This is an optimization exercise on Yosys and OpenROAD, whose aim is small area, not a production implementation. Only simulation tests tie the RTL to the original design; equivalence was not proved. Power is estimated from default activity; no workload was simulated.

## amber
Design regfile_mp, start of the top module:
module regfile_mp #(
  parameter int DATA_W   = 32,
  parameter int ADDR_W   = 6,
  parameter int ZERO_REG = 1
) (
  input  logic              clock,
  input  logic              reset_n,
  input  logic              read,
  input  logic              write,
  input  logic [ADDR_W-1:0] rs,
  input  logic [ADDR_W-1:0] rt,
  input  logic [ADDR_W-1:0] rd,
  input  logic [DATA_W-1:0] datain,
  output logic [DATA_W-1:0] rs_out,
  output logic [DATA_W-1:0] rt_out,
  output logic              busy
);
==> flow/config.mk <==
export PLATFORM = sky130hd
export DESIGN_NAME = regfile_mp
export DESIGN_NICKNAME = regfile_mp
export VERILOG_FILES = /design/flow/design.v
export SDC_FILE = /design/flow/constraint.sdc
export NUM_CORES = 4
export LEC_CHECK = 0
export CAP_MARGIN = 20
export CORE_MARGIN = 2
export CORE_UTILIZATION = 60
export SLEW_MARGIN = 20
export SYNTH_HIERARCHICAL = 1
export SYNTH_MINIMUM_KEEP_SIZE = 0
==> flow/constraint.sdc <==
create_clock -name core_clock -period 5.0 [get_ports {clock}]
set_input_delay 1.0000 -clock core_clock [delete_from_list [all_inputs] [get_ports {clock}]]
set_output_delay 1.0000 -clock core_clock [all_outputs]
set_load 0.01 [all_outputs]
standard.sh (not shown) runs the stock make flow with config.mk's settings and CLKGATE_MAP_FILE= SYNTH_SCRIPT=/design/flow/synth_recipe.tcl, a recipe that flattens the netlist after the stock synthesis.
==> flow/flow/run.sh <==
#!/bin/bash
# Own layout flow: the standard ORFS flow (standard.sh, unchanged
# synthesis and floorplan) with three changes:
#  - before each global placement the register-file flip-flops are placed as
#    a regular array and fixed (array_place.tcl), and released afterwards
#    (array_release.tcl), so rows and columns of the file get short nets;
#  - port buffers use sky130_fd_sc_hd__buf_1;
#  - clock tree synthesis does not insert dummy loads.
# Each step's full output goes to the ORFS logs under orfs/logs/; make's own
# output goes to flow_make.log here.
set -euo pipefail
here=$(pwd)
export PRE_GLOBAL_PLACE_SKIP_IO_TCL=$here/flow/array_place.tcl
export PRE_GLOBAL_PLACE_TCL=$here/flow/array_place.tcl
export POST_GLOBAL_PLACE_TCL=$here/flow/array_release.tcl
export BUFFER_PORTS_ARGS="-buffer_cell sky130_fd_sc_hd__buf_1"
export CTS_ARGS="-sink_clustering_enable -repair_clock_nets -dont_use_dummy_load -sink_clustering_size 18 -sink_clustering_max_diameter 45 -buf_list sky130_fd_sc_hd__clkbuf_8"
bash standard.sh > flow_make.log 2>&1
Other scripts of this flow, unchanged in this note and not shown: flow/flow/array_place.tcl, flow/flow/array_release.tcl
### amber -> xenon
Settings: CORE_UTILIZATION: 60 -> 65.
==> notes.md <==
Comparing amber with xenon, the area after synthesis came out essentially unchanged.
Part of the total power dissipated in the clock network sits lower in xenon than in amber.
Diff amber -> xenon | non-clock buffer count | increase of about 180%
Core area of xenon falls short of that of amber by a little under 10%.
xenon: overall routing resource usage 3.4 points above amber


Another version of the RTL of regfile_mp (not shown whole).
For scale: roughly 4600 cells after synthesis, about 2100 flip-flops, roughly 83000 sq um of cells after synthesis.
// regfile_mp
module regfile_mp #(
  parameter int DATA_W   = 32,
  parameter int ADDR_W   = 6,
  parameter int ZERO_REG = 1
) (
  input  logic              clock,
  input  logic              reset_n,
  input  logic              read,
  input  logic              write,
  input  logic [ADDR_W-1:0] rs,
  input  logic [ADDR_W-1:0] rt,
  input  logic [ADDR_W-1:0] rd,
  input  logic [DATA_W-1:0] datain,
  output logic [DATA_W-1:0] rs_out,
  output logic [DATA_W-1:0] rt_out,
  output logic              busy
);
  localparam int DEPTH = 1 << ADDR_W;
  localparam int LO    = (ZERO_REG != 0) ? 1 : 0;
  localparam int NE    = DEPTH - LO;    
  logic [ADDR_W-1:0] cnt_q;
  logic              busy_q;
  always_ff @(posedge clock) begin
    if (!reset_n) begin
      cnt_q  <= '0;
      busy_q <= 1'b1;
    end else begin
      cnt_q  <= cnt_q + ADDR_W'(1);
      if (cnt_q == '1) busy_q <= 1'b0;
    end
  end
  assign busy = busy_q;
  logic [DATA_W-1:0] mem_q [LO:DEPTH-1];
  logic [DATA_W-1:0] wdata, wdata_n;
  assign wdata_n = ~(datain & {DATA_W{!busy_q}});
  for (genvar b = 0; b < DATA_W; b++) begin : g_wd
    regfile_mp_inv u_wd (.a(wdata_n[b]), .y(wdata[b]));
  end
  localparam int HB = ADDR_W / 2;
  localparam int LB = ADDR_W - HB;
  localparam int NH = 1 << HB;
  localparam int NL = 1 << LB;
  logic en, hold;
  assign en   = read && !busy_q && reset_n;
  assign hold = reset_n && !(read && !busy_q);
  logic [NH-1:0] wh, sh, th;
  ...
clock: 5.0 ns
lec_check: 0
cap_margin: 20
core_margin: 2
core_utilization: 60
slew_margin: 20
synth_hierarchical: 1
synth_minimum_keep_size: 0
Scripts as last shown in full above: flow/flow/run.sh
Other scripts of this flow, unchanged in this note and not shown: flow/flow/array_place.tcl, flow/flow/array_release.tcl
Edit:
CORE_UTILIZATION = 65   (was 60)
=> Die area shrinks by 7.6%; sequential share of layout area grows by 0.20 points; worst setup slack loses 470 ps; synthesized area stays the same.

## port drivers added, routing unchanged
No port has a modelled driver above. Below, the same layouts with a new extraction and two added sets of constraints.
Step 1, drivers: a clkbuf_16 drives clock and a buf_2 each remaining input, both assumed.
Step 2 adds t to the input delays and takes it off the output delays; t is the mean of the earliest and latest rising clock arrival at the registers after step 1. Input paths then give back, and output paths get back, about the clock's delay inside the block.
Three values: ideal ports, drivers, drivers and shift; two values: the first two.
| run | shift t [ns] | setup slack, ns | slew at the worst register clock pin (ns) | cell pins on the clock port's net |
|---|---|---|---|---|
| amber | 0.990 | 0.960 / 0.914 / -0.076 | 0.11 / 0.11 | 1 |
| xenon | 1.005 | 0.887 / 0.887 / -0.118 | 0.10 / 0.10 | 1 |
| the first run of note 2 | 0.992 | 1.296 / 1.221 / 0.229 | 0.10 / 0.10 | 1 |
| the second run of note 2 | 0.994 | 0.823 / 0.823 / 0.075 | 0.11 / 0.11 | 1 |
Met with ideal ports but missed after step 2: setup timing in amber and xenon. For the first run of note 2, which loses most, drivers alone change the setup slack by -0.075 ns; drivers and shift together by -1.067 ns.
